This is an optimization exercise on Yosys and OpenROAD, whose aim is small area, a short achievable clock period and few clock cycles per item, not a production implementation.
No run shown here included a check of the RTL's function; only the layout flow was run.
Power and IR drop assume default switching activity.

--- design/flow/run.sh ---
#!/bin/bash
# synth_recipe.tcl (not shown) runs the flow's synth.tcl, then flattens the netlist and writes it again
# the make line also repeats each setting of config.mk as NAME=value (left out here)
make -C /OpenROAD-flow-scripts/flow DESIGN_CONFIG=/design/flow/config.mk WORK_HOME=/design/flow/orfs CLKGATE_MAP_FILE= SYNTH_SCRIPT=/design/flow/synth_recipe.tcl finish
--- design/flow/config.mk ---
export PLATFORM = sky130hd
export DESIGN_NAME = fusion_blend_v2
export DESIGN_NICKNAME = fusion_blend_v2
export VERILOG_FILES = /design/flow/design.v
export SDC_FILE = /design/flow/constraint.sdc
export NUM_CORES = 4
export LEC_CHECK = 0
export CAP_MARGIN = 20
export CORE_MARGIN = 2
export CORE_UTILIZATION = 40
export SETUP_SLACK_MARGIN = 1.0
export SLEW_MARGIN = 20
--- design/flow/constraint.sdc ---
create_clock -name core_clock -period 5.5 [get_ports {clk}]
set_input_delay 1.1000 -clock core_clock [delete_from_list [all_inputs] [get_ports {clk}]]
set_output_delay 1.1000 -clock core_clock [all_outputs]
set_load 0.01 [all_outputs]
--- design/flow/design.v ---
package fusion_pkg;
  typedef enum logic [1:0] {
    MODE_TRUNC    = 2'd0,
    MODE_ROUND    = 2'd1,
    MODE_PASS_NEW = 2'd2,
    MODE_PASS_OLD = 2'd3
  } mode_e;
  function automatic int beats_per_frame(input int image_dim, input int pixels_per_beat);
    beats_per_frame = (image_dim * image_dim) / pixels_per_beat;
  endfunction
  function automatic int cnt_width(input int n);
    cnt_width = (n > 1) ? $clog2(n) : 1;
  endfunction
endpackage
module fusion_lane
(
  input  logic       clk,
  input  logic       en,           
  input  logic       frc_one,      
  input  logic       frc_zero,     
  input  logic       c_half,       
  input  logic       c_pass,       
  input  logic [7:0] x_in,
  input  logic [7:0] y_in,
  input  logic [7:0] d_in,
  output logic [7:0] fused
);
  logic [7:0] deff;
  logic [7:0] pp0, pp1, pp2, pp3, pp4, pp5, pp6, pp7;
  logic [15:0] row_a, row_b, sum;
  logic [7:0] blend;
  logic s1, c2, s3, c4, s5, c6, s7, c8, s9, c10, s11, c12, s13, c14, s15, c16, s17, c18, s19, c20, s21, c22, s23, c24, s25, c26, s27, c28, s29, c30, s31, c32, s33, c34, s35, c36, s37, c38, s39, c40, s41, c42, s43, c44, s45, c46, s47, c48, s49, c50, s51, c52, s53, c54, s55, c56, s57, c58, s59, c60, s61, c62, s63, c64, s65, c66, s67, c68, s69, c70, s71, c72, s73, c74, s75, c76, s77, c78, s79, c80, s81, c82, s83, c84, s85, c86, s87, c88, s89, c90, s91, c92, s93, c94, s95, c96, s97, c98, s99, c100, s101, c102, s103, c104, s105, c106, s107, c108, s109, c110, s111, c112;
  logic r113, r114, r115, r116, r117, r118, r119, r120, r121, r122, r123, r124, r125, r126, r127, r128, r129, r130, r131, r132, r133, r134, r135, r136, r137, r138, r139, r140, r141;
  assign deff = (d_in | {8{frc_one}}) & ~{8{frc_zero}};
  assign pp0 = deff[0] ? y_in : x_in;
  assign pp1 = deff[1] ? y_in : x_in;
  assign pp2 = deff[2] ? y_in : x_in;
  assign pp3 = deff[3] ? y_in : x_in;
  assign pp4 = deff[4] ? y_in : x_in;
  assign pp5 = deff[5] ? y_in : x_in;
  assign pp6 = deff[6] ? y_in : x_in;
  assign pp7 = deff[7] ? y_in : x_in;
  assign s1 = c_pass ^ pp0[4];
  assign c2 = c_pass & pp0[4];
  assign s3 = c_pass ^ pp0[5] ^ pp1[4];
  assign c4 = (c_pass & pp0[5]) | (c_pass & pp1[4]) | (pp0[5] & pp1[4]);
  assign s5 = pp2[3] ^ pp3[2];
  assign c6 = pp2[3] & pp3[2];
  assign s7 = c_pass ^ pp0[6] ^ pp1[5];
  assign c8 = (c_pass & pp0[6]) | (c_pass & pp1[5]) | (pp0[6] & pp1[5]);
  assign s9 = pp2[4] ^ pp3[3] ^ pp4[2];
  assign c10 = (pp2[4] & pp3[3]) | (pp2[4] & pp4[2]) | (pp3[3] & pp4[2]);
  assign s11 = pp5[1] ^ pp6[0];
  assign c12 = pp5[1] & pp6[0];
  assign s13 = c_half ^ pp0[7] ^ pp1[6];
  assign c14 = (c_half & pp0[7]) | (c_half & pp1[6]) | (pp0[7] & pp1[6]);
  assign s15 = pp2[5] ^ pp3[4] ^ pp4[3];
  assign c16 = (pp2[5] & pp3[4]) | (pp2[5] & pp4[3]) | (pp3[4] & pp4[3]);
  assign s17 = pp5[2] ^ pp6[1] ^ pp7[0];
  assign c18 = (pp5[2] & pp6[1]) | (pp5[2] & pp7[0]) | (pp6[1] & pp7[0]);
  assign s19 = pp1[7] ^ pp2[6] ^ pp3[5];
  assign c20 = (pp1[7] & pp2[6]) | (pp1[7] & pp3[5]) | (pp2[6] & pp3[5]);
  assign s21 = pp4[4] ^ pp5[3] ^ pp6[2];
  assign c22 = (pp4[4] & pp5[3]) | (pp4[4] & pp6[2]) | (pp5[3] & pp6[2]);
  assign s23 = pp2[7] ^ pp3[6] ^ pp4[5];
  assign c24 = (pp2[7] & pp3[6]) | (pp2[7] & pp4[5]) | (pp3[6] & pp4[5]);
  assign s25 = c_pass ^ pp0[2];
  assign c26 = c_pass & pp0[2];
  assign s27 = c_pass ^ pp0[3] ^ pp1[2];
  assign c28 = (c_pass & pp0[3]) | (c_pass & pp1[2]) | (pp0[3] & pp1[2]);
  assign s29 = pp2[1] ^ pp3[0];
  assign c30 = pp2[1] & pp3[0];
  assign s31 = pp1[3] ^ pp2[2] ^ pp3[1];
  assign c32 = (pp1[3] & pp2[2]) | (pp1[3] & pp3[1]) | (pp2[2] & pp3[1]);
  assign s33 = pp4[0] ^ s1;
  assign c34 = pp4[0] & s1;
  assign s35 = pp4[1] ^ pp5[0] ^ c2;
  assign c36 = (pp4[1] & pp5[0]) | (pp4[1] & c2) | (pp5[0] & c2);
  assign s37 = s5 ^ s3;
  assign c38 = s5 & s3;
  assign s39 = c6 ^ s11 ^ c4;
  assign c40 = (c6 & s11) | (c6 & c4) | (s11 & c4);
  assign s41 = s7 ^ s9;
  assign c42 = s7 & s9;
  assign s43 = c12 ^ c8 ^ c10;
  assign c44 = (c12 & c8) | (c12 & c10) | (c8 & c10);
  assign s45 = s13 ^ s15 ^ s17;
  assign c46 = (s13 & s15) | (s13 & s17) | (s15 & s17);
  assign s47 = pp7[1] ^ c14 ^ c16;
  assign c48 = (pp7[1] & c14) | (pp7[1] & c16) | (c14 & c16);
  assign s49 = c18 ^ s19 ^ s21;
  assign c50 = (c18 & s19) | (c18 & s21) | (s19 & s21);
  assign s51 = pp5[4] ^ pp6[3] ^ pp7[2];
  assign c52 = (pp5[4] & pp6[3]) | (pp5[4] & pp7[2]) | (pp6[3] & pp7[2]);
  assign s53 = c20 ^ c22 ^ s23;
  assign c54 = (c20 & c22) | (c20 & s23) | (c22 & s23);
  assign s55 = pp3[7] ^ pp4[6] ^ pp5[5];
  assign c56 = (pp3[7] & pp4[6]) | (pp3[7] & pp5[5]) | (pp4[6] & pp5[5]);
  assign s57 = pp6[4] ^ pp7[3] ^ c24;
  assign c58 = (pp6[4] & pp7[3]) | (pp6[4] & c24) | (pp7[3] & c24);
  assign s59 = pp4[7] ^ pp5[6] ^ pp6[5];
  assign c60 = (pp4[7] & pp5[6]) | (pp4[7] & pp6[5]) | (pp5[6] & pp6[5]);
  assign s61 = c_pass ^ pp0[1];
  assign c62 = c_pass & pp0[1];
  assign s63 = pp1[1] ^ pp2[0] ^ s25;
  assign c64 = (pp1[1] & pp2[0]) | (pp1[1] & s25) | (pp2[0] & s25);
  assign s65 = c26 ^ s29 ^ s27;
  assign c66 = (c26 & s29) | (c26 & s27) | (s29 & s27);
  assign s67 = c30 ^ c28 ^ s31;
  assign c68 = (c30 & c28) | (c30 & s31) | (c28 & s31);
  assign s69 = c32 ^ c34 ^ s35;
  assign c70 = (c32 & c34) | (c32 & s35) | (c34 & s35);
  assign s71 = c36 ^ c38 ^ s41;
  assign c72 = (c36 & c38) | (c36 & s41) | (c38 & s41);
  assign s73 = c42 ^ c40 ^ s43;
  assign c74 = (c42 & c40) | (c42 & s43) | (c40 & s43);
  assign s75 = c44 ^ c46 ^ s47;
  assign c76 = (c44 & c46) | (c44 & s47) | (c46 & s47);
  assign s77 = s51 ^ c48 ^ c50;
  assign c78 = (s51 & c48) | (s51 & c50) | (c48 & c50);
  assign s79 = c52 ^ s55 ^ c54;
  assign c80 = (c52 & s55) | (c52 & c54) | (s55 & c54);
  assign s81 = pp7[4] ^ c56 ^ s59;
  assign c82 = (pp7[4] & c56) | (pp7[4] & s59) | (c56 & s59);
  assign s83 = pp5[7] ^ pp6[6] ^ pp7[5];
  assign c84 = (pp5[7] & pp6[6]) | (pp5[7] & pp7[5]) | (pp6[6] & pp7[5]);
  assign s85 = c_pass ^ pp0[0];
  assign c86 = c_pass & pp0[0];
  assign s87 = pp1[0] ^ s61;
  assign c88 = pp1[0] & s61;
  assign s89 = c62 ^ s63;
  assign c90 = c62 & s63;
  assign s91 = c64 ^ s65;
  assign c92 = c64 & s65;
  assign s93 = s33 ^ c66 ^ s67;
  assign c94 = (s33 & c66) | (s33 & s67) | (c66 & s67);
  assign s95 = s37 ^ c68 ^ s69;
  assign c96 = (s37 & c68) | (s37 & s69) | (c68 & s69);
  assign s97 = s39 ^ c70 ^ s71;
  assign c98 = (s39 & c70) | (s39 & s71) | (c70 & s71);
  assign s99 = s45 ^ c72 ^ s73;
  assign c100 = (s45 & c72) | (s45 & s73) | (c72 & s73);
  assign s101 = s49 ^ c74 ^ s75;
  assign c102 = (s49 & c74) | (s49 & s75) | (c74 & s75);
  assign s103 = s53 ^ c76 ^ s77;
  assign c104 = (s53 & c76) | (s53 & s77) | (c76 & s77);
  assign s105 = s57 ^ c78 ^ s79;
  assign c106 = (s57 & c78) | (s57 & s79) | (c78 & s79);
  assign s107 = c58 ^ s81 ^ c80;
  assign c108 = (c58 & s81) | (c58 & c80) | (s81 & c80);
  assign s109 = c60 ^ s83 ^ c82;
  assign c110 = (c60 & s83) | (c60 & c82) | (s83 & c82);
  assign s111 = pp6[7] ^ pp7[6] ^ c84;
  assign c112 = (pp6[7] & pp7[6]) | (pp6[7] & c84) | (pp7[6] & c84);
  assign row_a = {1'b0, r140, r138, r136, r134, r132, r130, r128, r126, r124, r122, r120, r118, r116, r114, r113};
  assign row_b = {1'b0, r141, r139, r137, r135, r133, r131, r129, r127, r125, r123, r121, r119, r117, r115, 1'b0};
  assign sum = row_a + row_b;
  assign blend = sum[15:8];
  always_ff @(posedge clk) begin
    if (en) begin
      r113 <= s85;
      r114 <= c86;
      r115 <= s87;
      r116 <= c88;
      r117 <= s89;
      r118 <= c90;
      r119 <= s91;
      r120 <= c92;
      r121 <= s93;
      r122 <= c94;
      r123 <= s95;
      r124 <= c96;
      r125 <= s97;
      r126 <= c98;
      r127 <= s99;
      r128 <= c100;
      r129 <= s101;
      r130 <= c102;
      r131 <= s103;
      r132 <= c104;
      r133 <= s105;
      r134 <= c106;
      r135 <= s107;
      r136 <= c108;
      r137 <= s109;
      r138 <= c110;
      r139 <= s111;
      r140 <= c112;
      r141 <= pp7[7];
    end
  end
  assign fused = blend;
endmodule
module fusion_blend_v2
#(
  parameter int PIXELS_PER_BEAT = 16,
  parameter int PIX_W           = 8,
  parameter int WGT_W           = 8,
  parameter int IMAGE_DIM       = 512
) (
  input  logic                             clk,
  input  logic                             rst,
  input  logic [1:0]                       mode,
  input  logic                             in_valid,
  output logic                             in_ready,
  input  logic [PIX_W*PIXELS_PER_BEAT-1:0] old_frame,
  input  logic [PIX_W*PIXELS_PER_BEAT-1:0] new_frame,
  input  logic [WGT_W*PIXELS_PER_BEAT-1:0] weight,
  output logic                             out_valid,
  input  logic                             out_ready,
  output logic [PIX_W*PIXELS_PER_BEAT-1:0] fused_frame,
  output logic                             out_last,
  output logic                             frame_done
);
  localparam int BPF   = fusion_pkg::beats_per_frame(IMAGE_DIM, PIXELS_PER_BEAT);
  localparam int CNT_W = fusion_pkg::cnt_width(BPF);
  localparam logic [CNT_W-1:0] LAST_IDX = CNT_W'(BPF - 1);
  localparam int NST = 1;    
  localparam bit CUT = 1;    
  localparam bit PASSMUX = 0;
  logic             en, acc, out_hs, first_beat, is_last, hold0;
  logic             mode_ok_q;
  fusion_pkg::mode_e mode_q, mode_s2_q, mode_late;
  logic [NST-1:0]   v_q, last_q;
  logic             done_q;
  logic [CNT_W-1:0] cnt_q;
  assign en     = !v_q[NST-1] || out_ready;
  assign out_hs = v_q[NST-1] && out_ready;
  assign first_beat = (cnt_q == '0);
  assign is_last    = (cnt_q == LAST_IDX);
  assign hold0    = first_beat && !mode_ok_q;
  assign in_ready = en && !hold0;
  assign acc      = in_valid && in_ready;
  always_ff @(posedge clk) begin
    if (rst) begin
      mode_ok_q <= 1'b0;
      mode_q    <= fusion_pkg::MODE_TRUNC;
      cnt_q     <= '0;
      v_q       <= '0;
      done_q    <= 1'b0;
    end else begin
      if (in_valid && hold0) begin
        mode_q    <= fusion_pkg::mode_e'(mode);
        mode_ok_q <= 1'b1;
      end
      if (acc) begin
        cnt_q <= is_last ? '0 : cnt_q + CNT_W'(1);
        if (first_beat) mode_ok_q <= 1'b0;
      end
      if (en) v_q <= NST'({v_q, in_valid && !hold0});
      done_q <= out_hs && last_q[NST-1];
    end
  end
  always_ff @(posedge clk)
    if (en) begin
      last_q    <= NST'({last_q, is_last});
      mode_s2_q <= mode_q;
    end
  assign mode_late = mode_q;
  logic frc_one, frc_zero, c_half, c_pass, sel_x, sel_y;
  assign frc_one  = !PASSMUX && (mode_q == fusion_pkg::MODE_PASS_NEW);
  assign frc_zero = !PASSMUX && (mode_q == fusion_pkg::MODE_PASS_OLD);
  assign c_half   = PASSMUX ? (mode_late == fusion_pkg::MODE_ROUND) : (mode_late != fusion_pkg::MODE_TRUNC);
  assign c_pass   = !PASSMUX && mode_late[1];
  assign sel_y    = (mode_q == fusion_pkg::MODE_PASS_NEW);
  assign sel_x    = (mode_q == fusion_pkg::MODE_PASS_OLD);
  for (genvar i = 0; i < PIXELS_PER_BEAT; i++) begin : g_lane
    fusion_lane u_lane (
      .clk      (clk),
      .en       (en),
      .frc_one  (frc_one),
      .frc_zero (frc_zero),
      .c_half   (c_half),
      .c_pass   (c_pass),
      .x_in     (old_frame[i*PIX_W +: PIX_W]),
      .y_in     (new_frame[i*PIX_W +: PIX_W]),
      .d_in     (weight[i*WGT_W +: WGT_W]),
      .fused    (fused_frame[i*PIX_W +: PIX_W])
    );
  end
  assign out_valid  = v_q[NST-1];
  assign out_last   = last_q[NST-1];
  assign frame_done = done_q;
endmodule
==> results.py, run 1 <==
metrics = {
    "floorplanning": {
        "initial_utilization": 0.404,
        "fp.dieW_um": 363,
        "die_h_um": 363,
        "coreArea_um2": 128000,
        "io_pins": 522,
        "rows": 131,
        "die-area_um2": 132000,
    },
    "final_layout": {
        "fin_area_um2": 61400,
        "area_growth_pct": 18.9,
        "multi_input_area_um2": 35100,
        "nFillCells": 11500,
        "final_layout_size_suffix_gt1_frac": 0.181,
        "seq_area_um2": 13900,
        "final_nets": 6099,
    },
    "clock_tree": {
        "insertion_delay_ns": 0.66,
        "clock-sinks": 468,
        "root_buffer": "clkbuf_16",
        "path_clk_slew_ns": 0.06,
        "clk_path_buf_depth": 3,
        "cts_tree": "done",
        "numCtsBuffers": 69,
        "htree_levels": 3,
    },
    "setup_path": {
        "arrival_ns": 3.32,
        "crit_slowest_cell": "edfxtp_1",
        "required_ns": 4.40,
        "endpoint_kind": "primary output",
        "crit_path_frequent_cell": "a21o_1",
        "r2r_setup_slack_ns": 1.18,
        "worst-path-buf-inv": 2,
        "cpPeakStageDelay_ns": 0.37,
        "worst-path-max-fanout": 4,
        "startpoint_type": "register",
        "crit_chain": "ha_1 > a21o_1 > a21o_1 > a211o_1 > a311o_1 > buf_4 > a21oi_1 > xnor2_1 > dlygate4sd2_1",
        "path_class": "reg2out",
        "cp_top_family": "compound AO/OA/AOI/OAI gates",
    },
    "placed_design": {
        "io_buffers": 521,
        "gp_congestion": 0.860,
        "hpwl_mm": 103,
        "pre_cts_slack_ns": 0.659,
        "place_area_um2": 58800,
    },
    "yosys": {
        "synth_commonest_cells": "fa_1 (688), inv_1 (631), mux2_2 (624)",
        "syn_area_um2": 51700,
        "syn_nets": 5612,
        "ys_ff_latch": 468,
        "yosysTopAreaCell": "fa_1",
        "ys_seq_area_frac": 0.268,
        "synth-main-ff-cell": "edfxtp_1",
        "syn_inst": 4132,
        "synth.area.top_cells": "fa_1 (27%), edfxtp_1 (26%), mux2_2 (14%)",
        "avgSynthCellArea_um2": 12.5,
        "synthArstFlopShare": 0,
        "synth-edff-count": 449,
        "yosys.area.top_type_share": 0.266,
        "synthMostInstantiatedCell": "fa_1",
        "yosysWarnings": 2,
        "synth_cell_types": 55,
    },
    "timing": {
        "rsz0062_at_grt": "true",
        "setup_slack_ns": 1.08,
        "slew_headroom": 0.326,
        "final.min_clock_period_ns": 4.42,
        "hold_violations": 0,
        "tightest_slew_ns": 1.01,
        "final_max_slew_viol_count": 0,
        "setup_viol_count_final": 0,
        "timing.final.crit_share": 0.804,
        "clock-skew-final_ns": 0.0249,
        "max_freq_mhz": 226,
    },
    "routing": {
        "vias_per_cell": 5.23,
        "wl_per_cell_um": 21.4,
        "drc": 0,
        "initialDrtViolationCount": 1586,
        "vias": 33149,
        "drt_wl_total_mm": 136,
        "dr.pass1.iters": 7,
        "drtAntennaViolNets": 0,
    },
    "status": {
        "status": "finished clean",
    },
    "global_route": {
        "grt-ovfl-total": 0,
        "track_usage": 0.208,
        "grt_first_pass_wirelength_mm": 213,
        "grt_max_degree": 144,
        "grt_pass1_vias": 36503,
        "antenna_found_initial": 33,
    },
    "job": {
        "maxCapViolCount": 0,
    },
    "pwr": {
        "finalPower_mw": 30.7,
        "pwr_density_cell_nw_per_um2": 500,
        "p_leak_nw": 27.4,
        "irDropWorstVdd_mv": 0.638,
    },
    "min_path": {
        "hold_path.class": "reg2reg",
    },
}
-- per-stage QoR --
stage | instances | TNS, ns | utilization | hold WS (ns)
2_1_floorplan | 4132 | -0.353 | - | 0.457
3_3_place_gp | 6203 | 0 | 0.460 | 0.476
3_5_place_dp | 6203 | 0 | 0.460 | 0.483
4_1_cts | 6326 | 0 | 0.478 | 0.499
5_1_grt | 6336 | 0 | 0.481 | 0.529
6_report | 6342 | 0 | 0.481 | 0.501
-- cells by family (layout without fill, tap and decap cells) --
group | Yosys count | count (layout) | share of synthesized area
mux | 1026 | 1026 | 0.214
fa+ha+maj | 1090 | 1090 | 0.364
simple gates | 291 | 291 | 0.0282
other cells | 0 | 11 | 0
xor+xnor | 102 | 102 | 0.0173
buf+inv | 787 | 1324 | 0.0605
compound gates | 368 | 368 | 0.0482
flops | 468 | 468 | 0.268
-- what timing repair did --
item,in CTS,in global routing
cloned,0,1
pin swaps,3,7
buffers inserted,2,4
hold buffers,0,0
endpoints found under the setup margin,22,51
hold endpoints to repair,0,0
gates resized for setup,19,50
-- cell usage in the layout, fill, tap and decap left out, drive strengths merged, types with 12 or more instances in the layout --
master / synthesis / final
fa: 688 / 688
inv: 631 / 635
mux2: 624 / 624
clkdlybuf4s50: 0 / 507
edfxtp: 449 / 449
mux2i: 402 / 402
ha: 402 / 402
a21o: 158 / 158
a21oi: 98 / 98
clkbuf: 14 / 87
nor2: 79 / 79
xor2: 54 / 54
buf: 142 / 50
xnor2: 48 / 48
nand3: 46 / 46
nand2: 42 / 42
nand4: 36 / 36
o21ai: 33 / 33
nor3: 24 / 24
and3: 21 / 21
dfxtp: 19 / 19
clkinv: 0 / 19
a31oi: 16 / 16
o21a: 14 / 14
nand2b: 12 / 12
-- worst register-to-register path, cell delays in order (launching register included) --
cell and delay (ns):
dfxtp_4 0.42, inv_16 0.11, nor2_4 0.17, buf_4 0.12, buf_12 0.25, a21o_1 0.51, mux2_2 0.41, fa_1 0.43
inv_1 0.09, fa_1 0.45, fa_1 0.57, inv_1 0.06, fa_1 0.46
-- metal layers --
metal  track usage  vias to the layer above  part of all wire
li1              -                    15306                 -
met1         0.278                    16858              0.44
met2         0.337                      761              0.47
met3        0.0550                      184             0.067
met4        0.0482                       40             0.019
met5             0                        -            0.0018
-- path summary, 6_finish.rpt --
kind / startpoint / to / cells after the start
setup / recovery: g_lane[14].u_lane.r123 / fused_frame[117] / 9
hold / removal: cnt_q[13] / cnt_q[13] / 2
setup reg to reg: mode_q[1] / g_lane[9].u_lane.r129 / 12
hold reg to reg: cnt_q[13] / cnt_q[13] / 2
-- where the power goes --
part | internal [mW] | switching, mW
registers | 6.35 | 0.482
clock network | 2.76 | 1.80
logic | 9.16 | 10.1
-- layout make-up --
type                    instances  area share
flip-flops and latches        468       0.226
diodes                         11    0.000448
repair buffers                572      0.0932
clock inverters                35     0.00631
clock buffers                  86      0.0312
well taps                    1662      0.0338
multi-input cells            2877       0.571
inverters                     631      0.0388
==> run 2: changes to the inputs <==
--- a/design/flow/config.mk
+++ b/design/flow/config.mk
@@ -8,5 +8,4 @@
 export CAP_MARGIN = 20
 export CORE_MARGIN = 2
 export CORE_UTILIZATION = 40
-export SETUP_SLACK_MARGIN = 1.0
 export SLEW_MARGIN = 20
==> run 2 against run 1 <==
- still clean
- worst hold slack lost 0.012 ns
- routed wire length down 1.2%
- sequential power about the same
- area after synthesis stayed put
- via count about the same
- critical path type unchanged
- critical endpoint is now fused_frame[46]
- largest cell class unchanged
- highest routed layer unchanged
==> results.py, run 2 <==
metrics = {
    "status": {
        "status": "finished clean",
    },
    "pwr": {
        "p_leak_nw": 27.1,
        "irDropWorstVdd_mv": 0.583,
        "pwr_density_cell_nw_per_um2": 499,
    },
    "global_route": {
        "use_met3": 0.0373,
        "track_usage": 0.207,
        "antenna_found_initial": 15,
        "met2_usage": 0.349,
        "busiest_layer": "met2",
        "grt-ovfl-total": 0,
        "grtUsageMet1": 0.277,
        "grt_pass1_vias": 36439,
        "grt_max_degree": 139,
        "grt_first_pass_wirelength_mm": 213,
    },
    "placed_design": {
        "dp.cells": 6195,
        "gp_congestion": 0.887,
        "hpwl_mm": 102,
        "io_buffers": 521,
        "place_area_um2": 58600,
    },
    "setup_path": {
        "r2r-end": "g_lane[9].u_lane.r129",
        "r2r_setup_slack_ns": 1.04,
        "required_ns": 4.40,
        "endpoint_kind": "primary output",
        "r2r-start": "mode_q[1]",
        "worst-path-max-fanout": 4,
        "setup.worst_path.start": "g_lane[5].u_lane.r127",
        "cpPeakStageDelay_ns": 0.67,
        "path_class": "reg2out",
        "crit_slowest_cell": "clkdlybuf4s50_1",
        "crit_chain": "ha_1 > nand3_1 > or3_1 > a21o_1 > a31oi_1 > a21o_1 > xor2_1 > clkdlybuf4s50_1",
        "startpoint_type": "register",
        "crit_path_frequent_cell": "a21o_1",
        "r2r_cells": 10,
        "arrival_ns": 3.61,
    },
    "min_path": {
        "hold_path.class": "reg2reg",
        "min-delay-start": "cnt_q[1]",
        "min_to": "cnt_q[1]",
        "min_path_cells": 2,
    },
    "yosys": {
        "synth_compound_area_frac": 0.0482,
        "syn_nets": 5612,
        "synth.area.top_cells": "fa_1 (27%), edfxtp_1 (26%), mux2_2 (14%)",
        "avgSynthCellArea_um2": 12.5,
        "synth-simple-area-share": 0.0282,
        "yosysTopAreaCell": "fa_1",
        "synth-xor-area-share": 0.0173,
        "yosys.area.top_type_share": 0.266,
        "ys_ff_latch": 468,
        "synth_cell_types": 55,
        "ys_seq_area_frac": 0.268,
        "synth_commonest_cells": "fa_1 (688), inv_1 (631), mux2_2 (624)",
        "synthArstFlopShare": 0,
        "synthMuxAreaShare": 0.214,
        "synth_top_family_by_area": "adder cells",
        "yosysWarnings": 2,
        "synth_adder_area_share": 0.364,
        "syn_area_um2": 51700,
        "syn_inst": 4132,
        "synth-edff-count": 449,
        "synth-main-ff-cell": "edfxtp_1",
        "synthMostInstantiatedCell": "fa_1",
    },
    "timing": {
        "setup_viol_count_final": 0,
        "timing.final.crit_share": 0.856,
        "tightest_slew_ns": 0.959,
        "max_freq_mhz": 212,
        "clock-skew-final_ns": 0.0250,
        "slew_headroom": 0.361,
        "rsz0062_at_grt": "false",
        "final_max_slew_viol_count": 0,
        "hold_violations": 0,
        "final.min_clock_period_ns": 4.71,
    },
    "clock_tree": {
        "postCtsSetupBuffers": 0,
        "numCtsBuffers": 66,
        "path_clk_slew_ns": 0.06,
        "root_buffer": "clkbuf_16",
        "insertion_delay_ns": 0.64,
        "clock-sinks": 468,
        "htree_levels": 3,
        "cts_tree": "done",
        "cts_hold_buffers": 0,
        "cts_resized": 0,
        "clk_path_buf_depth": 3,
    },
    "final_layout": {
        "final_layout_size_suffix_gt1_frac": 0.169,
        "layout_commonest_cell": "fa_1",
        "fin_area_um2": 60800,
        "seq_area_um2": 13900,
        "area_growth_pct": 17.7,
        "nFillCells": 11514,
        "fin_util": 0.476,
        "fin_cells": 6319,
        "final_nets": 6081,
        "layout_common_cells": "fa_1 (688), inv_1 (630), mux2_2 (624)",
        "multi_input_area_um2": 34700,
    },
    "routing": {
        "drtAntennaViolNets": 0,
        "drc": 0,
        "vias_per_cell": 5.25,
        "vias": 33161,
        "drt_wl_total_mm": 134,
        "dr.pass1.iters": 5,
        "wl_per_cell_um": 21.2,
        "initialDrtViolationCount": 1750,
    },
    "floorplanning": {
        "initial_utilization": 0.404,
        "rows": 131,
        "die-area_um2": 132000,
        "coreArea_um2": 128000,
        "fp.dieW_um": 363,
        "io_pins": 522,
        "die_h_um": 363,
    },
    "job": {
        "maxCapViolCount": 0,
    },
}
## run 2: stage by stage
step	setup TNS [ns]	worst slack (ns)	power, mW	hold WS [ns]
5_1_grt	0	0.602	33.3	0.535
3_3_place_gp	0	0.646	25.9	0.479
4_1_cts	0	0.689	30.9	0.492
3_5_place_dp	0	0.629	26.1	0.484
6_report	0	0.791	30.3	0.489
2_1_floorplan	-0.329	-0.199	18.2	0.457
## run 2: critical path, delay by kind of cell (launching register included)
family / cells / cell delay, ns
and+or+nand+nor: 2 / 0.52
buffers and inverters: 1 / 0.67
xor gates and xnor gates: 1 / 0.39
adders and majority gates: 1 / 0.35
AOI/OAI and AO/OA: 3 / 0.66
DFF: 1 / 0.38
## run 2: worst max path at each step
| stage | end | slack, ns | depth (start not counted) |
|---|---|---|---|
| global placement | g_lane[11].u_lane.r129 | 0.65 | 9 |
| finish | fused_frame[46] | 0.79 | 8 |
| floorplan | in_ready | -0.20 | 2 |
| global route | fused_frame[6] | 0.60 | 8 |
| detailed placement | g_lane[11].u_lane.r129 | 0.63 | 9 |
| CTS | fused_frame[46] | 0.69 | 8 |
## run 2: layout make-up
cell class | count | share of cell area
inverters | 631 | 0.0390
repair buffers | 557 | 0.0910
multi-input cells | 2877 | 0.570
clock buffers | 79 | 0.0293
flip-flops and latches | 468 | 0.228
well taps | 1662 | 0.0342
diodes | 7 | 0.000288
clock inverters | 38 | 0.00779
## run 2: cells by family after synthesis
family,after synthesis
fa+ha+maj,1090
mux,1026
buf+inv,787
flops,468
compound gates,368
simple gates,291
xor+xnor,102
## run 2: power by group
part / total (mW) / internal, mW / switching [mW] / leakage [nW]
combinational: 19.0 / 9.06 / 9.98 / 21.0
clock: 4.48 / 2.72 / 1.76 / 1.10
sequential: 6.82 / 6.35 / 0.473 / 4.98
## run 2: metal layers
| metal | wire, um | vias to the layer above |
|---|---|---|
| met2 | 65100 | 747 |
| met1 | 59000 | 16991 |
| met5 | 90 | - |
| li1 | - | 15254 |
| met4 | 2670 | 14 |
| met3 | 7410 | 155 |
==> run 3: changes to the inputs <==
--- a/design/flow/config.mk
+++ b/design/flow/config.mk
@@ -5,7 +5,9 @@
 export SDC_FILE = /design/flow/constraint.sdc
 export NUM_CORES = 4
 export LEC_CHECK = 0
+export ABC_CLOCK_PERIOD_IN_PS = 2500
 export CAP_MARGIN = 20
 export CORE_MARGIN = 2
 export CORE_UTILIZATION = 40
+export SETUP_SLACK_MARGIN = 1.0
 export SLEW_MARGIN = 20
==> run 3 against run 2 <==
- sequential share of layout area shrank 0.22 points
- global-route usage grew 0.083 points
- power up 1.2%
- core utilization up 0.47 points
- cell area is 0.98% higher
==> results.py, run 3 <==
metrics = {
    "yosys": {
        "yosys.area.top_type_share": 0.266,
        "yosysTopAreaCell": "fa_1",
        "synth.area.top_cells": "fa_1 (27%), edfxtp_1 (26%), mux2_2 (14%)",
        "avgSynthCellArea_um2": 12.5,
        "synthMostInstantiatedCell": "fa_1",
        "syn_area_um2": 51700,
        "syn_inst": 4132,
        "synth_commonest_cells": "fa_1 (688), inv_1 (631), mux2_2 (624)",
        "ys_ff_latch": 468,
        "synthArstFlopShare": 0,
        "ys_seq_area_frac": 0.268,
        "syn_nets": 5612,
        "synth-edff-count": 449,
        "synth_cell_types": 55,
        "yosysWarnings": 2,
        "synth-main-ff-cell": "edfxtp_1",
    },
    "placed_design": {
        "gp_congestion": 0.860,
        "io_buffers": 521,
        "hpwl_mm": 103,
        "dp.cells": 6203,
    },
    "routing": {
        "dr.pass1.iters": 7,
        "drtAntennaViolNets": 0,
        "drt_wl_total_mm": 136,
        "wl_per_cell_um": 21.4,
        "initialDrtViolationCount": 1586,
        "vias": 33149,
        "vias_per_cell": 5.23,
        "drc": 0,
    },
    "clock_tree": {
        "numCtsBuffers": 69,
        "root_buffer": "clkbuf_16",
        "clock-sinks": 468,
        "path_clk_slew_ns": 0.06,
        "cts_tree": "done",
        "clk_path_buf_depth": 3,
        "htree_levels": 3,
        "cts_hold_buffers": 0,
        "insertion_delay_ns": 0.66,
    },
    "global_route": {
        "grt_first_pass_wirelength_mm": 213,
        "track_usage": 0.208,
        "antenna_found_initial": 33,
        "grt_pass1_vias": 36503,
        "grt_max_degree": 144,
        "grt-ovfl-total": 0,
    },
    "timing": {
        "slew_headroom": 0.326,
        "setup_viol_count_final": 0,
        "tightest_slew_ns": 1.01,
        "timing.final.crit_share": 0.804,
        "clock-skew-final_ns": 0.0249,
        "final.min_clock_period_ns": 4.42,
        "rsz0062_at_grt": "true",
        "final_max_slew_viol_count": 0,
        "max_freq_mhz": 226,
        "hold_violations": 0,
        "whs_ns": 0.501,
    },
    "final_layout": {
        "layout_commonest_cell": "fa_1",
        "final_nets": 6099,
        "layout_common_cells": "fa_1 (688), inv_1 (630), mux2_2 (623)",
        "area_growth_pct": 18.9,
        "fin_util": 0.481,
        "fin_cells": 6342,
        "final_layout_size_suffix_gt1_frac": 0.181,
    },
    "setup_path": {
        "arrival_ns": 3.32,
        "worst-path-max-fanout": 4,
        "r2r_cells": 12,
        "required_ns": 4.40,
        "r2r_setup_slack_ns": 1.18,
        "crit_chain": "ha_1 > a21o_1 > a21o_1 > a211o_1 > a311o_1 > buf_4 > a21oi_1 > xnor2_1 > dlygate4sd2_1",
        "endpoint_kind": "primary output",
        "r2r-end": "g_lane[9].u_lane.r129",
        "startpoint_type": "register",
        "r2r-start": "mode_q[1]",
        "cpPeakStageDelay_ns": 0.37,
        "crit_slowest_cell": "edfxtp_1",
        "crit_path_frequent_cell": "a21o_1",
        "path_class": "reg2out",
    },
    "floorplanning": {
        "coreArea_um2": 128000,
        "rows": 131,
        "initial_utilization": 0.404,
        "die-area_um2": 132000,
        "fp.dieW_um": 363,
        "die_h_um": 363,
        "io_pins": 522,
    },
    "pwr": {
        "irDropWorstVdd_mv": 0.638,
        "p_leak_nw": 27.4,
        "p_sw_mw": 12.4,
        "internal_power_mw": 18.3,
        "p_comb_frac": 0.629,
        "p_seq_frac": 0.222,
        "clockPowerShare": 0.149,
        "finalPower_mw": 30.7,
        "sw_frac_of_total": 0.405,
        "pwr_density_cell_nw_per_um2": 500,
    },
    "job": {
        "maxCapViolCount": 0,
    },
    "status": {
        "status": "finished clean",
    },
    "min_path": {
        "min_to": "cnt_q[13]",
        "min-delay-start": "cnt_q[13]",
        "hold_path.class": "reg2reg",
        "min_path_cells": 2,
    },
}
## run 3: cell type report
class	count	area (um2)
Clock inverter	35	388
Sequential cell	468	13900
Antenna cell	11	27.5
Multi-Input combinational cell	2877	35100
Clock buffer	86	1920
Timing Repair Buffer	572	5730
Fill cell	11500	66400
Inverter	631	2380
Tap cell	1662	2080
## run 3: per-layer routing
metal / GRT usage / vias to the layer above / wire (um)
li1: - / 15306 / -
met1: 0.278 / 16858 / 60300
met2: 0.337 / 761 / 63700
met3: 0.0550 / 184 / 9040
met4: 0.0482 / 40 / 2640
met5: 0 / - / 247
## run 3: critical path, delay by kind of cell, from the launching register on
family	cells	cell delay, ns
flip-flops	1	0.37
AO/OA/AOI/OAI	5	1.26
buffers and inverters	2	0.49
XOR/XNOR	1	0.21
adder cells (fa/ha/maj)	1	0.32
## run 3: kinds of logic after synthesis
kind of cell	after synthesis	share of synthesized area
buffers and inverters	787	0.0605
adders and majority gates	1090	0.364
xor gates and xnor gates	102	0.0173
AOI/OAI and AO/OA	368	0.0482
muxes	1026	0.214
and+or+nand+nor	291	0.0282
DFF	468	0.268
## run 3: repair_timing
| action | CTS | global route |
|---|---|---|
| cloned | 0 | 1 |
| gates resized for setup | 19 | 50 |
| setup endpoints to repair | 22 | 51 |
| pin swaps | 3 | 7 |
| buffers inserted | 2 | 4 |
## run 3: through the flow
stage	setup WS, ns	area [um2]	setup TNS [ns]
detailed placement	0.659	58800	0
CTS	0.995	61200	0
finish	1.08	61400	0
global route	0.927	61400	0
floorplan	-0.199	51800	-0.353
global placement	0.701	58800	0
## run 3: power by group through the flow
stage	registers, mW	clock network, mW	logic (mW)
after CTS	6.85	4.73	19.5
after detailed placement	6.91	0	19.2
final	6.83	4.57	19.3
after global routing	6.99	4.84	21.9
after global placement	6.87	0	19.0
after floorplan	6.76	0	11.5
## run 3: worst max path at each step
stage	endpoint	slack [ns]	startpoint
2_1_floorplan	in_ready	-0.20	out_ready
5_1_grt	fused_frame[117]	0.93	g_lane[14].u_lane.r122
3_5_place_dp	g_lane[14].u_lane.r129	0.66	weight[113]
3_3_place_gp	g_lane[14].u_lane.r129	0.70	weight[113]
4_1_cts	fused_frame[116]	1.0	g_lane[14].u_lane.r123
6_report	fused_frame[117]	1.08	g_lane[14].u_lane.r123
==> run 4: changes to the inputs <==
--- a/design/flow/config.mk
+++ b/design/flow/config.mk
@@ -5,7 +5,7 @@
 export SDC_FILE = /design/flow/constraint.sdc
 export NUM_CORES = 4
 export LEC_CHECK = 0
-export ABC_CLOCK_PERIOD_IN_PS = 2500
+export ABC_CLOCK_PERIOD_IN_PS = 1500
 export CAP_MARGIN = 20
 export CORE_MARGIN = 2
 export CORE_UTILIZATION = 40
==> run 4 against run 3 <==
- still clean on timing, DRC and antenna
- cell area stayed put
- non-clock buffer count unchanged
- sequential cell count did not move
- global-route usage stayed put
- combinational power is essentially flat
- synthesized cell count unchanged
- power stayed put
- register-to-register slack barely moved
- clock skew is the same
- critical path type unchanged
- critical endpoint unchanged
- highest routed layer unchanged
==> results.py, run 4 <==
metrics = {
    "routing": {
        "drt_wl_total_mm": 136,
        "drtAntennaViolNets": 0,
        "dr.pass1.iters": 7,
        "drc": 0,
        "initialDrtViolationCount": 1586,
        "vias_per_cell": 5.23,
        "wl_per_cell_um": 21.4,
        "vias": 33149,
    },
    "clock_tree": {
        "root_buffer": "clkbuf_16",
        "cts_tree": "done",
        "cts_hold_buffers": 0,
        "numCtsBuffers": 69,
        "insertion_delay_ns": 0.66,
        "clock-sinks": 468,
        "clk_path_buf_depth": 3,
        "path_clk_slew_ns": 0.06,
        "htree_levels": 3,
    },
    "final_layout": {
        "area_growth_pct": 18.9,
        "final_layout_size_suffix_gt1_frac": 0.181,
        "fin_area_um2": 61400,
        "seq_area_um2": 13900,
        "layout_common_cells": "fa_1 (688), inv_1 (630), mux2_2 (623)",
        "fin_util": 0.481,
        "layout_commonest_cell": "fa_1",
        "final_nets": 6099,
        "nFillCells": 11500,
        "multi_input_area_um2": 35100,
    },
    "yosys": {
        "yosys.area.top_type_share": 0.266,
        "yosysWarnings": 2,
        "ys_ff_latch": 468,
        "synthArstFlopShare": 0,
        "synth_commonest_cells": "fa_1 (688), inv_1 (631), mux2_2 (624)",
        "synth-main-ff-cell": "edfxtp_1",
        "synth-edff-count": 449,
        "synthMostInstantiatedCell": "fa_1",
        "avgSynthCellArea_um2": 12.5,
        "synth.area.top_cells": "fa_1 (27%), edfxtp_1 (26%), mux2_2 (14%)",
        "syn_inst": 4132,
        "ys_seq_area_frac": 0.268,
        "syn_nets": 5612,
        "synth_cell_types": 55,
        "yosysTopAreaCell": "fa_1",
        "syn_area_um2": 51700,
    },
    "timing": {
        "finalSetupTns_ns": 0,
        "rsz0062_at_grt": "true",
        "final.min_clock_period_ns": 4.42,
        "slew_headroom": 0.326,
        "setup_viol_count_final": 0,
        "final_max_slew_viol_count": 0,
        "timing.final.crit_share": 0.804,
        "hold_violations": 0,
        "max_freq_mhz": 226,
        "clock-skew-final_ns": 0.0249,
        "tightest_slew_ns": 1.01,
        "whs_ns": 0.501,
    },
    "placed_design": {
        "hpwl_mm": 103,
        "place_area_um2": 58800,
        "io_buffers": 521,
        "gp_congestion": 0.860,
    },
    "setup_path": {
        "required_ns": 4.40,
        "worst-path-max-fanout": 4,
        "startpoint_type": "register",
        "path_class": "reg2out",
        "arrival_ns": 3.32,
        "endpoint_kind": "primary output",
    },
    "floorplanning": {
        "die-area_um2": 132000,
        "fp.dieW_um": 363,
        "io_pins": 522,
        "rows": 131,
        "coreArea_um2": 128000,
        "die_h_um": 363,
        "initial_utilization": 0.404,
    },
    "global_route": {
        "grt-ovfl-total": 0,
        "track_usage": 0.208,
        "grt_pass1_vias": 36503,
        "grt_first_pass_wirelength_mm": 213,
        "antenna_found_initial": 33,
        "grt_max_degree": 144,
    },
    "pwr": {
        "irDropWorstVdd_mv": 0.638,
        "p_leak_nw": 27.4,
        "pwr_density_cell_nw_per_um2": 500,
    },
    "min_path": {
        "hold_path.class": "reg2reg",
    },
    "status": {
        "status": "finished clean",
    },
    "job": {
        "maxCapViolCount": 0,
    },
}
-- run 4: cells by family (layout without fill, tap and decap cells) --
| family | Yosys count | after routing | share of synthesized area |
|---|---|---|---|
| XOR/XNOR | 102 | 102 | 0.0173 |
| multiplexers | 1026 | 1026 | 0.214 |
| other | 0 | 11 | 0 |
| flip-flops | 468 | 468 | 0.268 |
| AO/OA/AOI/OAI | 368 | 368 | 0.0482 |
| AND/OR/NAND/NOR | 291 | 291 | 0.0282 |
| adder cells (fa/ha/maj) | 1090 | 1090 | 0.364 |
| buffers and inverters | 787 | 1324 | 0.0605 |
-- run 4: final cells by class --
type | instances | share of cell area
clock buffer | 86 | 0.0312
inverter | 631 | 0.0388
sequential | 468 | 0.226
antenna | 11 | 0.000448
multi-input combinational | 2877 | 0.571
tap | 1662 | 0.0338
timing repair buffer | 572 | 0.0932
clock inverter | 35 | 0.00631
-- run 4: report_power, final --
| part | total [mW] | leakage (nW) | internal, mW | switching [mW] |
|---|---|---|---|---|
| Sequential | 6.83 | 4.98 | 6.35 | 0.482 |
| Combinational | 19.3 | 21.3 | 9.16 | 10.1 |
| Clock | 4.57 | 1.11 | 2.76 | 1.80 |
-- run 4: per-stage QoR --
step                setup WS, ns  cells  power, mW
floorplan                 -0.199   4132       18.3
global placement           0.701   6203       25.9
detailed placement         0.659   6203       26.1
CTS                        0.995   6326       31.1
global route               0.927   6336       33.7
finish                      1.08   6342       30.7
-- run 4: path summary, 6_finish.rpt --
kind | slack (ns) | start | cells past startpoint | endpoint
worst max-delay path | 1.08 | g_lane[14].u_lane.r123 | 9 | fused_frame[117]
worst min-delay path | 0.50 | cnt_q[13] | 2 | cnt_q[13]
worst max register to register | 1.18 | mode_q[1] | 12 | g_lane[9].u_lane.r129
worst min register to register | 0.50 | cnt_q[13] | 2 | cnt_q[13]
-- run 4: metal layers --
metal  track usage  vias to the layer above  share of wire
li1              -                    15306              -
met1         0.278                    16858           0.44
met2         0.337                      761           0.47
met3        0.0550                      184          0.067
met4        0.0482                       40          0.019
met5             0                        -         0.0018
-- run 4: what timing repair did --
| item | CTS | global route |
|---|---|---|
| buffers inserted | 2 | 4 |
| cloned | 0 | 1 |
| resized for setup | 19 | 50 |
| pin swaps | 3 | 7 |
| setup endpoints to repair | 22 | 51 |
-- run 4: worst max-delay path: stages (launching register included) --
cell and delay, ns:
edfxtp_1 0.37, ha_1 0.32, a21o_1 0.18, a21o_1 0.17
a211o_1 0.37, a311o_1 0.37, buf_4 0.17, a21oi_1 0.17
xnor2_1 0.21, dlygate4sd2_1 0.32
==> run 5: changes to the inputs <==
==> design/flow/flow/run.sh (new file) <==
#!/bin/bash
# Own layout flow: the standard layout (standard.sh, unchanged synthesis and steps), with
# the port buffers that global placement inserts made plain buffers instead of the default
# delay-buffer cell. Every input and output port still gets its own buffer.
set -euo pipefail
export BUFFER_PORTS_ARGS="-buffer_cell sky130_fd_sc_hd__buf_2"
bash standard.sh > standard.log 2>&1
==> design/flow/standard.sh (new file) <==
#!/bin/bash
# synth_recipe.tcl (not shown) runs the flow's synth.tcl, then flattens the netlist and writes it again
# the make line also repeats each setting of config.mk as NAME=value (left out here)
make -C /OpenROAD-flow-scripts/flow DESIGN_CONFIG=/design/flow/config.mk WORK_HOME=/design/flow/orfs CLKGATE_MAP_FILE= SYNTH_SCRIPT=/design/flow/synth_recipe.tcl "${@:-finish}"
==> design/flow/config.mk (replaced) <==
export PLATFORM = sky130hd
export DESIGN_NAME = fusion_blend_v2
export DESIGN_NICKNAME = fusion_blend_v2
export VERILOG_FILES = /design/flow/design.v
export SDC_FILE = /design/flow/constraint.sdc
export NUM_CORES = 4
export LEC_CHECK = 0
export CAP_MARGIN = 20
export CORE_MARGIN = 2
export CORE_UTILIZATION = 40
export SETUP_SLACK_MARGIN = 2.5
export SLEW_MARGIN = 20
removed: design/flow/run.sh
==> run 5 against run 4 <==
- die area unchanged
- first-iteration DRC count increased by 40%
- combinational power increased by 21%
- worst hold slack got worse by 0.0056 ns
- largest cell class unchanged
- largest power group unchanged
==> results.py, run 5 <==
metrics = {
    "yosys": {
        "ys_ff_latch": 468,
        "synth_commonest_cells": "fa_1 (688), inv_1 (631), mux2_2 (624)",
        "syn_inst": 4132,
        "yosys.area.top_type_share": 0.266,
        "yosysTopAreaCell": "fa_1",
        "avgSynthCellArea_um2": 12.5,
        "ys_seq_area_frac": 0.268,
        "syn_nets": 5612,
        "synth-main-ff-cell": "edfxtp_1",
        "syn_area_um2": 51700,
        "synthArstFlopShare": 0,
        "synthMostInstantiatedCell": "fa_1",
        "synth_cell_types": 55,
        "synth-edff-count": 449,
        "synth.area.top_cells": "fa_1 (27%), edfxtp_1 (26%), mux2_2 (14%)",
        "yosysWarnings": 2,
    },
    "min_path": {
        "min-delay-start": "cnt_q[13]",
        "min_path_cells": 2,
        "min_to": "cnt_q[13]",
        "hold_path.class": "reg2reg",
    },
    "clock_tree": {
        "clock-sinks": 468,
        "numCtsBuffers": 66,
        "path_clk_slew_ns": 0.06,
        "clk_path_buf_depth": 3,
        "cts_tree": "done",
        "insertion_delay_ns": 0.66,
        "htree_levels": 3,
        "root_buffer": "clkbuf_16",
        "cts_hold_buffers": 0,
    },
    "pwr": {
        "p_seq_frac": 0.201,
        "p_sw_mw": 14.5,
        "pwr_density_cell_nw_per_um2": 483,
        "irDropWorstVdd_mv": 0.464,
        "p_comb_frac": 0.678,
        "sw_frac_of_total": 0.420,
        "p_leak_nw": 31.1,
        "finalPower_mw": 34.6,
        "internal_power_mw": 20.0,
        "clockPowerShare": 0.120,
    },
    "setup_path": {
        "setup.worst_path.start": "g_lane[4].u_lane.r117",
        "r2r_setup_slack_ns": 1.50,
        "r2r_cells": 19,
        "arrival_ns": 2.94,
        "endpoint_kind": "primary output",
        "startpoint_type": "register",
        "path_class": "reg2out",
        "r2r-start": "mode_q[1]",
        "required_ns": 4.40,
        "worst-path-max-fanout": 2,
        "r2r-end": "g_lane[8].u_lane.r131",
    },
    "timing": {
        "final.min_clock_period_ns": 4.04,
        "final_max_slew_viol_count": 0,
        "rsz0062_at_grt": "true",
        "max_freq_mhz": 247,
        "tightest_slew_ns": 1.05,
        "setup_viol_count_final": 0,
        "timing.final.crit_share": 0.735,
        "slew_headroom": 0.303,
        "clock-skew-final_ns": 0.0378,
        "setup_slack_ns": 1.46,
        "hold_violations": 0,
    },
    "routing": {
        "drt_wl_total_mm": 161,
        "dr.pass1.iters": 5,
        "wl_per_cell_um": 23.2,
        "drc": 0,
        "vias_per_cell": 5.32,
        "initialDrtViolationCount": 2223,
        "vias": 36952,
        "drtAntennaViolNets": 0,
    },
    "final_layout": {
        "fin_cells": 6940,
        "layout_commonest_cell": "buf_2",
        "nFillCells": 10335,
        "area_growth_pct": 38.4,
        "final_layout_size_suffix_gt1_frac": 0.607,
        "final_nets": 6689,
        "layout_common_cells": "buf_2 (493), edfxtp_1 (449), mux2_2 (419)",
    },
    "placed_design": {
        "io_buffers": 521,
        "dp.cells": 6173,
        "gp_congestion": 0.851,
        "hpwl_mm": 102,
        "pre_cts_slack_ns": 1.07,
    },
    "floorplanning": {
        "fp.dieW_um": 363,
        "die-area_um2": 132000,
        "initial_utilization": 0.404,
        "coreArea_um2": 128000,
        "io_pins": 522,
        "die_h_um": 363,
        "rows": 131,
    },
    "global_route": {
        "antenna_found_initial": 38,
        "grt_pass1_vias": 39611,
        "grt_max_degree": 162,
        "grt-ovfl-total": 0,
        "track_usage": 0.237,
        "grt_first_pass_wirelength_mm": 238,
    },
    "status": {
        "status": "finished clean",
    },
    "job": {
        "maxCapViolCount": 0,
    },
}
## run 5: cell counts after synthesis
Identical to the previous run, type by type.
## run 5: layout make-up
| cell class | count | area (um2) | area share |
|---|---|---|---|
| Multi-Input combinational cell | 2879 | 41000 | 0.574 |
| Sequential cell | 468 | 13900 | 0.194 |
| Timing Repair Buffer | 1162 | 10100 | 0.141 |
| Inverter | 631 | 2380 | 0.0333 |
| Tap cell | 1662 | 2080 | 0.0291 |
| Clock buffer | 77 | 1710 | 0.0240 |
| Clock inverter | 37 | 315 | 0.00441 |
| Antenna cell | 23 | 57.6 | 0.000805 |
| Timing Repair inverter | 1 | 8.76 | 0.000122 |
## run 5: worst max path at each step
stage / slack [ns] / to
floorplan: -0.20 / in_ready
CTS: 1.42 / fused_frame[38]
global placement: 1.10 / g_lane[2].u_lane.r129
global route: 1.36 / fused_frame[118]
finish: 1.46 / fused_frame[38]
detailed placement: 1.07 / g_lane[6].u_lane.r129
## run 5: what timing repair did
action | 4_1_cts | 5_1_grt
endpoints found under the hold margin | 0 | 0
endpoints found under the setup margin | 484 | 492
cloned | 17 | 3
gates resized for setup | 1475 | 529
pin swaps | 629 | 414
buffers inserted | 454 | 156
## run 5: logic make-up after synthesis
family | after synthesis | synth area share
adder cells (fa/ha/maj) | 1090 | 0.364
multiplexers | 1026 | 0.214
buffers and inverters | 787 | 0.0605
flip-flops | 468 | 0.268
AO/OA/AOI/OAI | 368 | 0.0482
AND/OR/NAND/NOR | 291 | 0.0282
XOR/XNOR | 102 | 0.0173
## run 5: power by group through the flow
stage | Combinational, mW | Clock [mW] | Sequential (mW)
global route | 26.0 | 4.42 | 7.10
finish | 23.4 | 4.16 | 6.96
CTS | 21.6 | 4.32 | 6.93
floorplan | 11.8 | 0 | 6.76
global placement | 17.2 | 0 | 6.88
detailed placement | 17.5 | 0 | 6.91
## run 5: critical path: stages, from the launching register on
cell	delay, ns
edfxtp_1	0.39
ha_1	0.31
a311oi_2	0.11
or3_4	0.43
a21o_1	0.22
a31oi_4	0.17
a21o_1	0.21
xor2_2	0.27
buf_2	0.19
## run 5: through the flow
stage / hold slack, ns / cell area, um2 / utilization / TNS [ns]
after floorplan: 0.457 / 53200 / - / -0.353
after detailed placement: 0.482 / 56500 / 0.442 / 0
after global routing: 0.539 / 71500 / 0.559 / 0
final: 0.495 / 71500 / 0.559 / 0
after CTS: 0.492 / 68200 / 0.533 / 0
after global placement: 0.469 / 56500 / 0.442 / 0
## run 5: metal layers
metal / GRT usage / vias to the layer above / wire length [um] / part of all wire
met5: 0 / - / 80 / 0.00050
met4: 0.0836 / 12 / 6230 / 0.039
met3: 0.0455 / 299 / 8800 / 0.055
met2: 0.393 / 1002 / 78300 / 0.49
met1: 0.309 / 19143 / 67800 / 0.42
li1: - / 16496 / - / -
==> run 6: changes to the inputs <==
--- a/design/flow/config.mk
+++ b/design/flow/config.mk
@@ -8,5 +8,5 @@
 export CAP_MARGIN = 20
 export CORE_MARGIN = 2
 export CORE_UTILIZATION = 40
-export SETUP_SLACK_MARGIN = 2.5
+export SETUP_SLACK_MARGIN = 1.5
 export SLEW_MARGIN = 20
==> run 6 against run 5 <==
- synthesized cell count stayed put
- area after synthesis stayed put
- clock-buffer cell count is 5 higher
- cell count is 5.4% lower
- critical endpoint is now fused_frame[117]
- highest routed layer unchanged
==> results.py, run 6 <==
metrics = {
    "clock_tree": {
        "insertion_delay_ns": 0.65,
        "path_clk_slew_ns": 0.05,
        "clock-sinks": 468,
        "htree_levels": 3,
        "root_buffer": "clkbuf_16",
        "cts_tree": "done",
        "clk_path_buf_depth": 3,
        "numCtsBuffers": 66,
    },
    "floorplanning": {
        "die-area_um2": 132000,
        "fp.dieW_um": 363,
        "die_h_um": 363,
        "coreArea_um2": 128000,
        "io_pins": 522,
        "rows": 131,
        "initial_utilization": 0.404,
    },
    "yosys": {
        "yosys.area.top_type_share": 0.266,
        "yosysTopAreaCell": "fa_1",
        "avgSynthCellArea_um2": 12.5,
        "synth_cell_types": 55,
        "syn_inst": 4132,
        "ys_ff_latch": 468,
        "synth_commonest_cells": "fa_1 (688), inv_1 (631), mux2_2 (624)",
        "synth-main-ff-cell": "edfxtp_1",
        "synthArstFlopShare": 0,
        "synth-edff-count": 449,
        "syn_nets": 5612,
        "syn_area_um2": 51700,
        "synth.area.top_cells": "fa_1 (27%), edfxtp_1 (26%), mux2_2 (14%)",
        "yosysWarnings": 2,
        "synthMostInstantiatedCell": "fa_1",
        "ys_seq_area_frac": 0.268,
    },
    "timing": {
        "max_freq_mhz": 247,
        "timing.final.crit_share": 0.737,
        "final_max_slew_viol_count": 0,
        "setup_viol_count_final": 0,
        "tightest_slew_ns": 1.11,
        "rsz0062_at_grt": "true",
        "final.min_clock_period_ns": 4.05,
        "finalSetupTns_ns": 0,
        "slew_headroom": 0.262,
        "clock-skew-final_ns": 0.0259,
        "hold_violations": 0,
        "whs_ns": 0.494,
    },
    "placed_design": {
        "hpwl_mm": 103,
        "io_buffers": 521,
        "gp_congestion": 0.862,
    },
    "routing": {
        "drtAntennaViolNets": 0,
        "vias": 34502,
        "wl_per_cell_um": 21.8,
        "vias_per_cell": 5.25,
        "initialDrtViolationCount": 1775,
        "drt_wl_total_mm": 143,
        "drc": 0,
        "dr.pass1.iters": 5,
    },
    "final_layout": {
        "fin_util": 0.488,
        "layout_commonest_cell": "fa_1",
        "area_growth_pct": 20.8,
        "final_layout_size_suffix_gt1_frac": 0.375,
        "layout_common_cells": "fa_1 (654), inv_1 (578), mux2_2 (543)",
        "final_nets": 6325,
    },
    "pwr": {
        "irDropWorstVdd_mv": 0.452,
        "pwr_density_cell_nw_per_um2": 471,
        "p_leak_nw": 28.7,
    },
    "min_path": {
        "hold_path.class": "reg2reg",
    },
    "global_route": {
        "grt_first_pass_wirelength_mm": 216,
        "track_usage": 0.213,
        "grt_max_degree": 157,
        "grt_pass1_vias": 36620,
        "grt-ovfl-total": 0,
        "antenna_found_initial": 35,
    },
    "job": {
        "maxCapViolCount": 0,
    },
    "setup_path": {
        "worst-path-buf-inv": 1,
        "path_class": "reg2out",
        "crit_path_frequent_cell": "a21o_1",
        "cp_top_family": "compound AO/OA/AOI/OAI gates",
        "r2r_setup_slack_ns": 1.56,
        "cpPeakStageDelay_ns": 0.45,
        "endpoint_kind": "primary output",
        "worst-path-max-fanout": 3,
        "crit_chain": "ha_1 > a21o_1 > a21o_1 > a211o_4 > a311o_2 > a21oi_2 > xnor2_1 > buf_2",
        "startpoint_type": "register",
        "crit_slowest_cell": "a311o_2",
        "arrival_ns": 2.95,
        "required_ns": 4.40,
    },
    "status": {
        "status": "finished clean",
    },
}
==> run 6: cell counts after synthesis <==
Identical to the previous run, type by type.
==> run 6: worst paths after layout <==
path | depth (start not counted) | start | to
worst max-delay path | 8 | g_lane[14].u_lane.r122 | fused_frame[117]
worst min-delay path | 2 | cnt_q[1] | cnt_q[1]
worst max register to register | 13 | mode_q[1] | g_lane[14].u_lane.r129
worst min register to register | 2 | cnt_q[1] | cnt_q[1]
==> run 6: tightest hold or removal path, delay by kind of cell, from the launching register on <==
| kind | cells | cell delay, ns |
|---|---|---|
| AO/OA/AOI/OAI | 1 | 0.06 |
| flip-flops | 1 | 0.33 |
| AND/OR/NAND/NOR | 1 | 0.06 |
==> run 6: routing by layer <==
| metal | track usage | vias to the layer above | wire, um |
|---|---|---|---|
| met4 | 0.0673 | 40 | 3840 |
| met1 | 0.278 | 17651 | 61900 |
| met3 | 0.0469 | 236 | 8560 |
| met2 | 0.351 | 819 | 68700 |
| met5 | 0 | - | 227 |
| li1 | - | 15756 | - |
==> run 6: power by group <==
part | switching [mW] | internal [mW]
logic | 10.1 | 8.13
registers | 0.517 | 6.35
clock network | 1.75 | 2.59
==> run 6: cell families (layout without fill, tap and decap cells) <==
kind of cell,Yosys count,in the layout,synth area share
AOI/OAI and AO/OA,368,368,0.0482
xor gates and xnor gates,102,102,0.0173
other,0,11,0
and+or+nand+nor,291,291,0.0282
buffers and inverters,787,1548,0.0605
adders and majority gates,1090,1090,0.364
muxes,1026,1026,0.214
DFF,468,468,0.268
==> run 6: final cells by class <==
cell class | instances | area, um2
fill | 11501 | 65400
multi-input combinational | 2877 | 36700
sequential | 468 | 13900
timing repair buffer | 799 | 5200
inverter | 631 | 2390
tap | 1662 | 2080
clock buffer | 82 | 1780
clock inverter | 34 | 360
antenna | 11 | 27.5
timing repair inverter | 2 | 22.5
==> run 6: what timing repair did <==
action | CTS | global route
endpoints found under the setup margin | 180 | 113
gates resized for setup | 241 | 113
hold buffers | 0 | 0
setup buffers | 27 | 225
gates cloned | 9 | 6
pin swaps | 16 | 36
==> run 6: stage by stage <==
step                      instance area [um2]  setup slack (ns)  instances  power (mW)
final                                   62400              1.45       6566        29.4
after global routing                    62400              1.31       6564        32.3
after CTS                               59900              1.35       6324        29.1
after detailed placement                56400              1.01       6172        24.0
after global placement                  56400              1.08       6172        23.7
after floorplan                         53100            -0.199       4132        18.5
==> run 7: changes to the inputs <==
--- a/design/flow/design.v
+++ b/design/flow/design.v
@@ -30,7 +30,7 @@
   logic [15:0] row_a, row_b, sum;
   logic [7:0] blend;
   logic s1, c2, s3, c4, s5, c6, s7, c8, s9, c10, s11, c12, s13, c14, s15, c16, s17, c18, s19, c20, s21, c22, s23, c24, s25, c26, s27, c28, s29, c30, s31, c32, s33, c34, s35, c36, s37, c38, s39, c40, s41, c42, s43, c44, s45, c46, s47, c48, s49, c50, s51, c52, s53, c54, s55, c56, s57, c58, s59, c60, s61, c62, s63, c64, s65, c66, s67, c68, s69, c70, s71, c72, s73, c74, s75, c76, s77, c78, s79, c80, s81, c82, s83, c84, s85, c86, s87, c88, s89, c90, s91, c92, s93, c94, s95, c96, s97, c98, s99, c100, s101, c102, s103, c104, s105, c106, s107, c108, s109, c110, s111, c112;
-  logic r113, r114, r115, r116, r117, r118, r119, r120, r121, r122, r123, r124, r125, r126, r127, r128, r129, r130, r131, r132, r133, r134, r135, r136, r137, r138, r139, r140, r141;
+  logic r113, r114, r115, r116, r117, r118, r119, r120, r121, r122, r123, r124, r125, r126, r127, r128, r129, r130, r131;
   assign deff = (d_in | {8{frc_one}}) & ~{8{frc_zero}};
   assign pp0 = deff[0] ? y_in : x_in;
   assign pp1 = deff[1] ? y_in : x_in;
@@ -152,41 +152,33 @@
   assign c110 = (c60 & s83) | (c60 & c82) | (s83 & c82);
   assign s111 = pp6[7] ^ pp7[6] ^ c84;
   assign c112 = (pp6[7] & pp7[6]) | (pp6[7] & c84) | (pp7[6] & c84);
-  assign row_a = {1'b0, r140, r138, r136, r134, r132, r130, r128, r126, r124, r122, r120, r118, r116, r114, r113};
-  assign row_b = {1'b0, r141, r139, r137, r135, r133, r131, r129, r127, r125, r123, r121, r119, r117, r115, 1'b0};
-  assign sum = row_a + row_b;
+  logic [6:0] low_sum;
+  assign low_sum = {1'b0, c94, c92, c90, c88, c86, s85} + {1'b0, s95, s93, s91, s89, s87, 1'b0};
+  assign row_a = {1'b0, r130, r128, r126, r124, r122, r120, r118, r116, r114, 1'b0, 1'b0, 1'b0, 1'b0, 1'b0, 1'b0};
+  assign row_b = {1'b0, r131, r129, r127, r125, r123, r121, r119, r117, r115, 1'b0, 1'b0, 1'b0, 1'b0, 1'b0, 1'b0};
+  assign sum = row_a + row_b + (16'(r113) << 6);
   assign blend = sum[15:8];
   always_ff @(posedge clk) begin
     if (en) begin
-      r113 <= s85;
-      r114 <= c86;
-      r115 <= s87;
-      r116 <= c88;
-      r117 <= s89;
-      r118 <= c90;
-      r119 <= s91;
-      r120 <= c92;
-      r121 <= s93;
-      r122 <= c94;
-      r123 <= s95;
-      r124 <= c96;
-      r125 <= s97;
-      r126 <= c98;
-      r127 <= s99;
-      r128 <= c100;
-      r129 <= s101;
-      r130 <= c102;
-      r131 <= s103;
-      r132 <= c104;
-      r133 <= s105;
-      r134 <= c106;
-      r135 <= s107;
-      r136 <= c108;
-      r137 <= s109;
-      r138 <= c110;
-      r139 <= s111;
-      r140 <= c112;
-      r141 <= pp7[7];
+      r113 <= low_sum[6];
+      r114 <= c96;
+      r115 <= s97;
+      r116 <= c98;
+      r117 <= s99;
+      r118 <= c100;
+      r119 <= s101;
+      r120 <= c102;
+      r121 <= s103;
+      r122 <= c104;
+      r123 <= s105;
+      r124 <= c106;
+      r125 <= s107;
+      r126 <= c108;
+      r127 <= s109;
+      r128 <= c110;
+      r129 <= s111;
+      r130 <= c112;
+      r131 <= pp7[7];
     end
   end
   assign fused = blend;
==> run 7 against run 6 <==
- clock power down 28%
- core utilization rose by 1.5 points
- first-iteration DRC count is 8.8% higher
- highest routed layer unchanged
- clock-buffer cell count fell by 26
- sequential share of layout area is 7.3 points lower
- largest power group unchanged
- non-clock buffer count grew 139
- global-route usage up 0.33 points
- power is 17% higher
- synthesized cell count up 7.1%
- combinational power grew 44%
==> results.py, run 7 <==
metrics = {
    "status": {
        "status": "finished clean",
    },
    "clock_tree": {
        "cts_tree": "done",
        "htree_levels": 2,
        "cts_hold_buffers": 0,
    },
    "floorplanning": {
        "coreArea_um2": 127000,
        "initial_utilization": 0.402,
        "rows": 131,
    },
    "yosys": {
        "synth_compound_area_frac": 0.0698,
        "syn_inst": 4424,
        "synth_adder_area_share": 0.401,
        "synth.area.top_cells": "fa_1 (28%), edfxtp_1 (18%), mux2_2 (16%)",
        "synthArstFlopShare": 0,
        "synth-main-ff-cell": "edfxtp_1",
        "synth-xor-area-share": 0.0111,
        "synth-simple-area-share": 0.0393,
        "synth_commonest_cells": "inv_1 (868), mux2_2 (738), fa_1 (704)",
        "yosysTopAreaCell": "fa_1",
        "yosys.area.top_type_share": 0.275,
        "ys_ff_latch": 324,
        "synthMostInstantiatedCell": "inv_1",
    },
    "setup_path": {
        "required_ns": 4.40,
        "arrival_ns": 3.15,
        "r2r_setup_slack_ns": 1.44,
        "path_class": "reg2out",
        "r2r-start": "mode_q[1]",
    },
    "global_route": {
        "grt-ovfl-total": 0,
        "grt_max_degree": 130,
        "antenna_found_initial": 51,
    },
    "routing": {
        "vias_per_cell": 5.31,
        "drtAntennaViolNets": 0,
        "drc": 0,
        "drt_wl_total_mm": 148,
        "dr.pass1.iters": 5,
    },
    "pwr": {
        "irDropWorstVdd_mv": 0.576,
        "finalPower_mw": 34.5,
    },
    "timing": {
        "final_max_slew_viol_count": 0,
        "rsz0062_at_grt": "true",
        "max_freq_mhz": 235,
        "tightest_slew_ns": 0.871,
        "whs_ns": 0.497,
    },
    "min_path": {
        "min-delay-start": "v_q",
        "min_to": "done_q",
    },
    "placed_design": {
        "hpwl_mm": 106,
        "gp_congestion": 0.878,
        "pre_cts_slack_ns": 0.692,
        "io_buffers": 521,
    },
    "final_layout": {
        "final_nets": 6927,
        "layout_common_cells": "inv_1 (824), fa_1 (630), mux2_2 (616)",
        "layout_commonest_cell": "inv_1",
    },
}
==> run 7: cell count changes in the layout (fill, tap and decap cells not counted), sizes merged, moves of 109 or more <==
cell and change:
inv +236, buf +131, mux2i -109, ha +112, mux2 +114, edfxtp -144
==> run 7: cell families (layout without fill, tap and decap cells) <==
logic type / count (synthesis) / in the layout
xor gates and xnor gates: 65 / 65
AOI/OAI and AO/OA: 454 / 454
buffers and inverters: 964 / 1897
and+or+nand+nor: 368 / 368
muxes: 1031 / 1031
DFF: 324 / 324
adders and majority gates: 1218 / 1218
other: 0 / 26
==> run 7: worst max path at each step <==
stage,from,endpoint,slack [ns],depth (start not counted)
after global placement,mode_q[1],g_lane[11].u_lane.r113,0.79,14
after detailed placement,mode_q[1],g_lane[11].u_lane.r113,0.69,14
after floorplan,out_ready,g_lane[0].u_lane.r113,-0.77,2
after CTS,g_lane[14].u_lane.r114,fused_frame[119],1.15,9
after global routing,g_lane[11].u_lane.r114,fused_frame[95],1.15,9
final,g_lane[14].u_lane.r114,fused_frame[119],1.25,9
==> run 7: layout make-up <==
type | instances | area (um2)
Timing Repair Buffer | 938 | 6790
Clock buffer | 56 | 1250
Inverter | 869 | 3280
Timing Repair inverter | 3 | 61.3
Tap cell | 1662 | 2080
Sequential cell | 324 | 9540
Antenna cell | 26 | 65.1
Fill cell | 11290 | 63300
Multi-Input combinational cell | 3136 | 40700
Clock inverter | 31 | 303
==> run 7: worst max-delay path: stages (launching register included) <==
cell and delay [ns]:
edfxtp_1 0.41, ha_4 0.27, a21oi_4 0.19, nor2b_2 0.07, fa_2 0.34, a21o_1 0.21
a221oi_4 0.25, or4b_4 0.49, o311ai_2 0.10, buf_2 0.19
==> run 7: metrics by stage <==
| step | TNS (ns) | cell area (um2) |
|---|---|---|
| after global placement | 0 | 56700 |
| after global routing | 0 | 64000 |
| after floorplan | -243.19 | 52700 |
| final | 0 | 64100 |
| after CTS | 0 | 60800 |
| after detailed placement | 0 | 56700 |
==> run 7: power breakdown <==
group	switching (mW)	internal (mW)	total, mW
Sequential	0.420	4.69	5.11
Combinational	14.3	11.9	26.2
Clock	1.31	1.82	3.13
Total	16.0	18.4	34.5
==> run 7: repair_timing <==
item | in CTS | in global routing
gates resized for setup | 207 | 224
endpoints found under the setup margin | 257 | 101
pin swaps | 101 | 123
setup buffers | 167 | 214
cloned | 11 | 14
==> run 7: routing by layer <==
metal	part of all wire	global-route usage
met3	0.064	0.0420
met5	0.0014	0
met1	0.43	0.292
met2	0.47	0.348
met4	0.037	0.0716

Check on run 7: ideal ports give 1.252 ns setup slack; a clkbuf_16 on the clock port and buf_2 on the inputs give 1.185 ns; moving port delays by the midpoint clock arrival (0.696 ns) as well gives 1.253 ns.
